This design comes from an exercise in tuning for small area on the open sky130 flow, not from production work.
RTL that was checked went through simulation tests only; none was proved equivalent to the original.
Power figures rest on the tool's default switching activity, not on a simulated workload.

==> module operand_fetch_stage, before the edit <==
module operand_fetch_stage #(
    parameter int DATA_W    = 32,
    parameter int REG_SEL_W = 5
) (
    input  logic                 clk,
    input  logic                 rst,
    input  logic                 flush,
    input  logic                 in_valid,
    output logic                 in_ready,
    input  logic [REG_SEL_W-1:0] in_rs1_addr,
    input  logic                 in_rs1_en,
    input  logic [REG_SEL_W-1:0] in_rs2_addr,
    input  logic                 in_rs2_en,
    input  logic [REG_SEL_W-1:0] in_rd_addr,
    input  logic                 in_rd_en,
    input  logic [3:0]           in_funct3,
    input  logic [7:0]           in_funct7,
    input  logic [DATA_W:0]      in_imm,
    input  logic [6:0]           in_opcode,
    input  logic                 wb_en,
    input  logic [REG_SEL_W-1:0] wb_addr,
    input  logic [DATA_W-1:0]    wb_data,
    output logic                 out_valid,
    input  logic                 out_ready,
    output logic [DATA_W:0]      out_rs1,
    output logic [DATA_W:0]      out_rs2,
    output logic [REG_SEL_W:0]   out_rd,
    output logic [3:0]           out_funct3,
    output logic [7:0]           out_funct7,
    output logic [DATA_W:0]      out_imm,
    output logic [6:0]           out_opcode
);
    localparam int NREG = 1 << REG_SEL_W;
    logic [DATA_W-1:0] rf_q [1:NREG-1];
    logic [DATA_W-1:0] wr_data;
    logic [NREG-1:1]   row_en;
    assign wr_data = wb_data & {DATA_W{~rst}};
    always_comb begin
        for (int i = 1; i < NREG; i++) begin
            row_en[i] = rst | (wb_en & (wb_addr == REG_SEL_W'(i)));
        end
    end
    always_ff @(posedge clk) begin
        for (int i = 1; i < NREG; i++) begin
            if (row_en[i]) rf_q[i] <= wr_data;
        end
    end
    logic out_valid_q;
    logic accept;
    assign in_ready = !out_valid_q || out_ready;
    assign accept   = in_valid && in_ready && !flush;
    always_ff @(posedge clk) begin
        if (rst || flush) begin
            out_valid_q <= 1'b0;
        end else if (in_ready) begin
            out_valid_q <= in_valid;
        end
    end
    logic [NREG-1:1] rs1_sel, rs2_sel;
    always_comb begin
        for (int i = 1; i < NREG; i++) begin
            rs1_sel[i] = in_rs1_en && (in_rs1_addr == REG_SEL_W'(i));
            rs2_sel[i] = in_rs2_en && (in_rs2_addr == REG_SEL_W'(i));
        end
    end
    logic [NREG-1:1]      rs1_sel_q, rs2_sel_q;
    logic                 rs1_en_q, rs2_en_q;
    logic [REG_SEL_W:0]   out_rd_q;
    logic [3:0]           out_funct3_q;
    logic [7:0]           out_funct7_q;
    logic [DATA_W:0]      out_imm_q;
    logic [6:0]           out_opcode_q;
    always_ff @(posedge clk) begin
        if (in_ready) begin
            rs1_sel_q    <= rs1_sel;
            rs2_sel_q    <= rs2_sel;
            rs1_en_q     <= in_rs1_en;
            rs2_en_q     <= in_rs2_en;
            out_rd_q     <= {in_rd_addr, in_rd_en};
            out_funct3_q <= in_funct3;
            out_funct7_q <= in_funct7;
            out_imm_q    <= in_imm;
            out_opcode_q <= in_opcode;
        end
    end
    logic [DATA_W-1:0] rs1_data, rs2_data;
    for (genvar b = 0; b < DATA_W; b++) begin : g_rd
        logic [NREG-1:1] col;
        for (genvar i = 1; i < NREG; i++) begin : g_col
            assign col[i] = rf_q[i][b];
        end
        opf_rdsel #(.N(NREG-1)) u_rs1 (.d(col), .sel(rs1_sel_q), .y(rs1_data[b]));
        opf_rdsel #(.N(NREG-1)) u_rs2 (.d(col), .sel(rs2_sel_q), .y(rs2_data[b]));
    end
    assign out_valid  = out_valid_q;
    assign out_rs1    = {rs1_data, rs1_en_q};
    assign out_rs2    = {rs2_data, rs2_en_q};
    assign out_rd     = out_rd_q;
    assign out_funct3 = out_funct3_q;
    assign out_funct7 = out_funct7_q;
    assign out_imm    = out_imm_q;
    assign out_opcode = out_opcode_q;
endmodule
Settings: LEC_CHECK=0, CAP_MARGIN=20, CORE_MARGIN=2, CORE_UTILIZATION=60, PLACE_DENSITY=0.7, SLEW_MARGIN=20, SYNTH_HIERARCHICAL=1, SYNTH_MINIMUM_KEEP_SIZE=0; clock period 4.0 ns.
run.sh (not shown) runs the stock make flow with config.mk's settings and CLKGATE_MAP_FILE= SYNTH_SCRIPT=/design/flow/synth_recipe.tcl, a recipe that flattens the netlist after the stock synthesis.
The starting point produced a layout that fails on setup timing.
Then changed:
--- a/flow/design.v
+++ b/flow/design.v
@@ -54,45 +54,45 @@
             out_valid_q <= 1'b0;
         end else if (in_ready) begin
             out_valid_q <= in_valid;
         end
     end
-    logic [NREG-1:1] rs1_sel, rs2_sel;
-    always_comb begin
-        for (int i = 1; i < NREG; i++) begin
-            rs1_sel[i] = in_rs1_en && (in_rs1_addr == REG_SEL_W'(i));
-            rs2_sel[i] = in_rs2_en && (in_rs2_addr == REG_SEL_W'(i));
-        end
-    end
-    logic [NREG-1:1]      rs1_sel_q, rs2_sel_q;
+    logic [REG_SEL_W-1:0] rs1_addr_q, rs2_addr_q;
     logic                 rs1_en_q, rs2_en_q;
     logic [REG_SEL_W:0]   out_rd_q;
     logic [3:0]           out_funct3_q;
     logic [7:0]           out_funct7_q;
     logic [DATA_W:0]      out_imm_q;
     logic [6:0]           out_opcode_q;
     always_ff @(posedge clk) begin
         if (in_ready) begin
-            rs1_sel_q    <= rs1_sel;
-            rs2_sel_q    <= rs2_sel;
+            rs1_addr_q   <= in_rs1_addr & {REG_SEL_W{in_rs1_en}};
+            rs2_addr_q   <= in_rs2_addr & {REG_SEL_W{in_rs2_en}};
             rs1_en_q     <= in_rs1_en;
             rs2_en_q     <= in_rs2_en;
             out_rd_q     <= {in_rd_addr, in_rd_en};
             out_funct3_q <= in_funct3;
             out_funct7_q <= in_funct7;
             out_imm_q    <= in_imm;
             out_opcode_q <= in_opcode;
         end
     end
+    logic [NREG-1:1]   rs1_sel, rs2_sel;
     logic [DATA_W-1:0] rs1_data, rs2_data;
+    always_comb begin
+        for (int i = 1; i < NREG; i++) begin
+            rs1_sel[i] = (rs1_addr_q == REG_SEL_W'(i));
+            rs2_sel[i] = (rs2_addr_q == REG_SEL_W'(i));
+        end
+    end
     for (genvar b = 0; b < DATA_W; b++) begin : g_rd
         logic [NREG-1:1] col;
         for (genvar i = 1; i < NREG; i++) begin : g_col
             assign col[i] = rf_q[i][b];
         end
-        opf_rdsel #(.N(NREG-1)) u_rs1 (.d(col), .sel(rs1_sel_q), .y(rs1_data[b]));
-        opf_rdsel #(.N(NREG-1)) u_rs2 (.d(col), .sel(rs2_sel_q), .y(rs2_data[b]));
+        opf_rdsel #(.N(NREG-1)) u_rs1 (.d(col), .sel(rs1_sel), .y(rs1_data[b]));
+        opf_rdsel #(.N(NREG-1)) u_rs2 (.d(col), .sel(rs2_sel), .y(rs2_data[b]));
     end
     assign out_valid  = out_valid_q;
     assign out_rs1    = {rs1_data, rs1_en_q};
     assign out_rs2    = {rs2_data, rs2_en_q};
     assign out_rd     = out_rd_q;
Result:
- The new run finished but fails on setup timing
- hold slack improved by 22 ps
- clock-buffer cell count rose by 4
- via count rose by 7.0%
- power fell by 4.1%
- sequential share of layout area fell by 5.3 points
- routed wire length rose by 13%
- design area rose by 3.8%
- sequential power fell by about 4%
- global-route usage rose by 6.2 points
- critical path depth rose by 7
- flip-flop and latch count fell by 52
- die area fell by 3.4%
- clock power fell by about 4%
No run of this note included a check of the RTL's function; only the layout flow was run.

* * *

The RTL this note starts from:
==> flow/design.v <==
module operand_fetch_stage #(
    parameter int DATA_W    = 32,
    parameter int REG_SEL_W = 5
) (
    input  logic                 clk,
    input  logic                 rst,
    input  logic                 flush,
    input  logic                 in_valid,
    output logic                 in_ready,
    input  logic [REG_SEL_W-1:0] in_rs1_addr,
    input  logic                 in_rs1_en,
    input  logic [REG_SEL_W-1:0] in_rs2_addr,
    input  logic                 in_rs2_en,
    input  logic [REG_SEL_W-1:0] in_rd_addr,
    input  logic                 in_rd_en,
    input  logic [3:0]           in_funct3,
    input  logic [7:0]           in_funct7,
    input  logic [DATA_W:0]      in_imm,
    input  logic [6:0]           in_opcode,
    input  logic                 wb_en,
    input  logic [REG_SEL_W-1:0] wb_addr,
    input  logic [DATA_W-1:0]    wb_data,
    output logic                 out_valid,
    input  logic                 out_ready,
    output logic [DATA_W:0]      out_rs1,
    output logic [DATA_W:0]      out_rs2,
    output logic [REG_SEL_W:0]   out_rd,
    output logic [3:0]           out_funct3,
    output logic [7:0]           out_funct7,
    output logic [DATA_W:0]      out_imm,
    output logic [6:0]           out_opcode
);
    localparam int NREG = 1 << REG_SEL_W;
    logic [DATA_W-1:0] rf_n_q [1:NREG-1];
    logic [DATA_W-1:0] wr_data_n;
    logic [NREG-1:1]   row_en;
    assign wr_data_n = ~wb_data | {DATA_W{rst}};
    always_comb begin
        for (int i = 1; i < NREG; i++) begin
            row_en[i] = rst | (wb_en & (wb_addr == REG_SEL_W'(i)));
        end
    end
    always_ff @(posedge clk) begin
        for (int i = 1; i < NREG; i++) begin
            if (row_en[i]) rf_n_q[i] <= wr_data_n;
        end
    end
    logic out_valid_q;
    logic accept;
    assign in_ready = !out_valid_q || out_ready;
    assign accept   = in_valid && in_ready && !flush;
    always_ff @(posedge clk) begin
        if (rst || flush) begin
            out_valid_q <= 1'b0;
        end else if (in_ready) begin
            out_valid_q <= in_valid;
        end
    end
    logic [3:0] rs1_lo, rs2_lo;
    logic [7:0] rs1_hi, rs2_hi;
    always_comb begin
        for (int i = 0; i < 4; i++) begin
            rs1_lo[i] = (in_rs1_addr[1:0] == 2'(i));
            rs2_lo[i] = (in_rs2_addr[1:0] == 2'(i));
        end
        for (int i = 0; i < 8; i++) begin
            rs1_hi[i] = in_rs1_en && (in_rs1_addr[4:2] == 3'(i));
            rs2_hi[i] = in_rs2_en && (in_rs2_addr[4:2] == 3'(i));
        end
    end
    logic [3:0]           rs1_lo_q, rs2_lo_q;
    logic [7:0]           rs1_hi_q, rs2_hi_q;
    logic                 rs1_en_q, rs2_en_q;
    logic [REG_SEL_W:0]   out_rd_q;
    logic [3:0]           out_funct3_q;
    logic [7:0]           out_funct7_q;
    logic [DATA_W:0]      out_imm_q;
    logic [6:0]           out_opcode_q;
    always_ff @(posedge clk) begin
        if (in_ready) begin
            rs1_lo_q     <= rs1_lo;
            rs2_lo_q     <= rs2_lo;
            rs1_hi_q     <= rs1_hi;
            rs2_hi_q     <= rs2_hi;
            rs1_en_q     <= in_rs1_en;
            rs2_en_q     <= in_rs2_en;
            out_rd_q     <= {in_rd_addr, in_rd_en};
            out_funct3_q <= in_funct3;
            out_funct7_q <= in_funct7;
            out_imm_q    <= in_imm;
            out_opcode_q <= in_opcode;
        end
    end
    logic [DATA_W-1:0] rs1_data, rs2_data;
    logic [NREG-1:1]   rs1_sel_q, rs2_sel_q;
    logic              rs1_some, rs2_some;    
    assign rs1_some = |rs1_hi_q & ~(rs1_hi_q[0] & rs1_lo_q[0]);
    assign rs2_some = |rs2_hi_q & ~(rs2_hi_q[0] & rs2_lo_q[0]);
    always_comb begin
        for (int i = 1; i < NREG; i++) begin
            rs1_sel_q[i] = rs1_hi_q[i / 4] && rs1_lo_q[i % 4];
            rs2_sel_q[i] = rs2_hi_q[i / 4] && rs2_lo_q[i % 4];
        end
    end
    for (genvar b = 0; b < DATA_W; b++) begin : g_rd
        logic [NREG-1:1] col;
        for (genvar i = 1; i < NREG; i++) begin : g_col
            assign col[i] = rf_n_q[i][b];
        end
        opf_rdsel u_rs1 (.d_n(col), .sel(rs1_sel_q), .some(rs1_some), .y(rs1_data[b]));
        opf_rdsel u_rs2 (.d_n(col), .sel(rs2_sel_q), .some(rs2_some), .y(rs2_data[b]));
    end
    assign out_valid  = out_valid_q;
    assign out_rs1    = {rs1_data, rs1_en_q};
    assign out_rs2    = {rs2_data, rs2_en_q};
    assign out_rd     = out_rd_q;
    assign out_funct3 = out_funct3_q;
    assign out_funct7 = out_funct7_q;
    assign out_imm    = out_imm_q;
    assign out_opcode = out_opcode_q;
endmodule
module opf_rdsel (
    input  logic [30:0] d_n,
    input  logic [30:0] sel,
    input  logic        some,
    output logic        y
);
    logic [10:0] n;
    logic [2:0]  h;
    for (genvar g = 0; g < 10; g++) begin : g_aoi
        opf_aoi222 u_aoi (
            .a1(d_n[3*g]),   .a2(sel[3*g]),
            .b1(d_n[3*g+1]), .b2(sel[3*g+1]),
            .c1(d_n[3*g+2]), .c2(sel[3*g+2]),
            .y(n[g])
        );
    end
    opf_nand2 u_last (.a(d_n[30]), .b(sel[30]), .y(n[10]));
    opf_nand4 u_h0 (.a(n[0]), .b(n[1]), .c(n[2]),  .d(n[3]),  .y(h[0]));
    opf_nand4 u_h1 (.a(n[4]), .b(n[5]), .c(n[6]),  .d(n[7]),  .y(h[1]));
    opf_nand4 u_h2 (.a(n[8]), .b(n[9]), .c(n[10]), .d(some),  .y(h[2]));
    opf_nor3  u_y  (.a(h[0]), .b(h[1]), .c(h[2]),             .y(y));
endmodule
module opf_aoi222 (
    input  logic a1, a2, b1, b2, c1, c2,
    output logic y
);
    assign y = ~((a1 & a2) | (b1 & b2) | (c1 & c2));
endmodule
module opf_nand2 (
    input  logic a, b,
    output logic y
);
    assign y = ~(a & b);
endmodule
module opf_nand4 (
    input  logic a, b, c, d,
    output logic y
);
    assign y = ~(a & b & c & d);
endmodule
module opf_nor3 (
    input  logic a, b, c,
    output logic y
);
    assign y = ~(a | b | c);
endmodule
==> flow/config.mk <==
export PLATFORM = sky130hd
export DESIGN_NAME = operand_fetch_stage
export DESIGN_NICKNAME = operand_fetch_stage
export VERILOG_FILES = /design/flow/design.v
export SDC_FILE = /design/flow/constraint.sdc
export NUM_CORES = 4
export LEC_CHECK = 0
export CAP_MARGIN = 10
export CORE_MARGIN = 2
export CORE_UTILIZATION = 60
export PLACE_DENSITY = 0.7
export SETUP_SLACK_MARGIN = 0.1
export SLEW_MARGIN = 10
export SYNTH_HIERARCHICAL = 1
export SYNTH_MINIMUM_KEEP_SIZE = 0
==> flow/constraint.sdc <==
create_clock -name core_clock -period 4.0 [get_ports {clk}]
set_input_delay 0.8000 -clock core_clock [delete_from_list [all_inputs] [get_ports {clk}]]
set_output_delay 0.8000 -clock core_clock [all_outputs]
set_load 0.01 [all_outputs]
standard.sh (not shown) runs the stock make flow with config.mk's settings and CLKGATE_MAP_FILE= SYNTH_SCRIPT=/design/flow/synth_recipe.tcl, a recipe that flattens the netlist after the stock synthesis.
==> flow/flow/run.sh <==
#!/bin/bash
# Standard layout (the standard.sh), with buf_1 port buffers and a clock
# tree of larger sink clusters and no dummy loads. Each step's full log is in
# orfs/logs; make's own output goes to standard.log.
export BUFFER_PORTS_ARGS="-buffer_cell sky130_fd_sc_hd__buf_1"
export CTS_ARGS="-sink_clustering_enable -repair_clock_nets -dont_use_dummy_load -buf_list {sky130_fd_sc_hd__clkbuf_16} -sink_clustering_size 24 -sink_clustering_max_diameter 80"
bash standard.sh > standard.log 2>&1
The first run ran to the end with violations: negative setup slack.
Edit:
--- a/flow/design.v
+++ b/flow/design.v
@@ -32,8 +32,8 @@
 );
     localparam int NREG = 1 << REG_SEL_W;
-    logic [DATA_W-1:0] rf_n_q [1:NREG-1];
-    logic [DATA_W-1:0] wr_data_n;
+    logic [DATA_W-1:0] rf_q [1:NREG-1];
+    logic [DATA_W-1:0] wr_data;
     logic [NREG-1:1]   row_en;
-    assign wr_data_n = ~wb_data | {DATA_W{rst}};
+    assign wr_data = wb_data & {DATA_W{~rst}};
     always_comb begin
         for (int i = 1; i < NREG; i++) begin
@@ -43,5 +43,5 @@
     always_ff @(posedge clk) begin
         for (int i = 1; i < NREG; i++) begin
-            if (row_en[i]) rf_n_q[i] <= wr_data_n;
+            if (row_en[i]) rf_q[i] <= wr_data;
         end
     end
@@ -94,7 +94,4 @@
     logic [DATA_W-1:0] rs1_data, rs2_data;
     logic [NREG-1:1]   rs1_sel_q, rs2_sel_q;
-    logic              rs1_some, rs2_some;    
-    assign rs1_some = |rs1_hi_q & ~(rs1_hi_q[0] & rs1_lo_q[0]);
-    assign rs2_some = |rs2_hi_q & ~(rs2_hi_q[0] & rs2_lo_q[0]);
     always_comb begin
         for (int i = 1; i < NREG; i++) begin
@@ -106,8 +103,8 @@
         logic [NREG-1:1] col;
         for (genvar i = 1; i < NREG; i++) begin : g_col
-            assign col[i] = rf_n_q[i][b];
+            assign col[i] = rf_q[i][b];
         end
-        opf_rdsel u_rs1 (.d_n(col), .sel(rs1_sel_q), .some(rs1_some), .y(rs1_data[b]));
-        opf_rdsel u_rs2 (.d_n(col), .sel(rs2_sel_q), .some(rs2_some), .y(rs2_data[b]));
+        opf_rdsel #(.N(NREG-1)) u_rs1 (.d(col), .sel(rs1_sel_q), .y(rs1_data[b]));
+        opf_rdsel #(.N(NREG-1)) u_rs2 (.d(col), .sel(rs2_sel_q), .y(rs2_data[b]));
     end
     assign out_valid  = out_valid_q;
@@ -120,9 +117,10 @@
     assign out_opcode = out_opcode_q;
 endmodule
-module opf_rdsel (
-    input  logic [30:0] d_n,
-    input  logic [30:0] sel,
-    input  logic        some,
-    output logic        y
+module opf_rdsel #(
+    parameter int N = 31
+) (
+    input  logic [N-1:0] d,
+    input  logic [N-1:0] sel,
+    output logic         y
 );
     logic [10:0] n;
@@ -130,15 +128,15 @@
     for (genvar g = 0; g < 10; g++) begin : g_aoi
         opf_aoi222 u_aoi (
-            .a1(d_n[3*g]),   .a2(sel[3*g]),
-            .b1(d_n[3*g+1]), .b2(sel[3*g+1]),
-            .c1(d_n[3*g+2]), .c2(sel[3*g+2]),
+            .a1(d[3*g]),   .a2(sel[3*g]),
+            .b1(d[3*g+1]), .b2(sel[3*g+1]),
+            .c1(d[3*g+2]), .c2(sel[3*g+2]),
             .y(n[g])
         );
     end
-    opf_nand2 u_last (.a(d_n[30]), .b(sel[30]), .y(n[10]));
-    opf_nand4 u_h0 (.a(n[0]), .b(n[1]), .c(n[2]),  .d(n[3]),  .y(h[0]));
-    opf_nand4 u_h1 (.a(n[4]), .b(n[5]), .c(n[6]),  .d(n[7]),  .y(h[1]));
-    opf_nand4 u_h2 (.a(n[8]), .b(n[9]), .c(n[10]), .d(some),  .y(h[2]));
-    opf_nor3  u_y  (.a(h[0]), .b(h[1]), .c(h[2]),             .y(y));
+    opf_nand2 u_last (.a(d[30]), .b(sel[30]), .y(n[10]));
+    opf_nand4 u_h0 (.a(n[0]), .b(n[1]), .c(n[2]),  .d(n[3]), .y(h[0]));
+    opf_nand4 u_h1 (.a(n[4]), .b(n[5]), .c(n[6]),  .d(n[7]), .y(h[1]));
+    opf_nand3 u_h2 (.a(n[8]), .b(n[9]), .c(n[10]),           .y(h[2]));
+    opf_or3   u_y  (.a(h[0]), .b(h[1]), .c(h[2]),            .y(y));
 endmodule
 module opf_aoi222 (
@@ -154,4 +152,10 @@
     assign y = ~(a & b);
 endmodule
+module opf_nand3 (
+    input  logic a, b, c,
+    output logic y
+);
+    assign y = ~(a & b & c);
+endmodule
 module opf_nand4 (
     input  logic a, b, c, d,
@@ -160,8 +164,8 @@
     assign y = ~(a & b & c & d);
 endmodule
-module opf_nor3 (
+module opf_or3 (
     input  logic a, b, c,
     output logic y
 );
-    assign y = ~(a | b | c);
+    assign y = a | b | c;
 endmodule
What happened:
- With this change the flow finished clean
- via count fell by 4.8%
- core utilization hardly moves
- first-iteration DRC count fell by 2.5%
- die area fell by 0.66%
- worst setup slack gains 0.098 ns
- critical path depth does not change
Only the layout flow was run in the first run of this note; the RTL was not checked for function there.

afterwards: timing with drivers on the ports:
The flow's constraints put no driver on any port. The routed layouts listed below were extracted and timed again, unchanged, in two steps. Step 1 sets driving cells, clkbuf_16 on the clock port and buf_2 on the other inputs (assumed; they add their load-dependent delay and slew). Step 2 times the ports against the registers' clock, not the clock port: input delays grow and output delays shrink by t, the midpoint of the rising clock arrivals with the driver on. a / b / c = ideal ports / drivers / drivers and shift; a / b = the first two.
run	t, ns	setup slack, ns	latest minus earliest clock arrival (ns)	slew at the worst register clock pin (ns)
the first run of note 1	0.742	-0.024 / -0.092 / 0.650	0.029 / 0.028	0.07 / 0.07
the second run of note 1	0.732	-0.244 / -0.315 / 0.417	0.026 / 0.026	0.07 / 0.07
the first run of note 2	0.713	-0.040 / -0.110 / 0.603	0.046 / 0.046	0.10 / 0.10
the second run of note 2	0.703	0.058 / -0.008 / 0.695	0.032 / 0.032	0.10 / 0.10
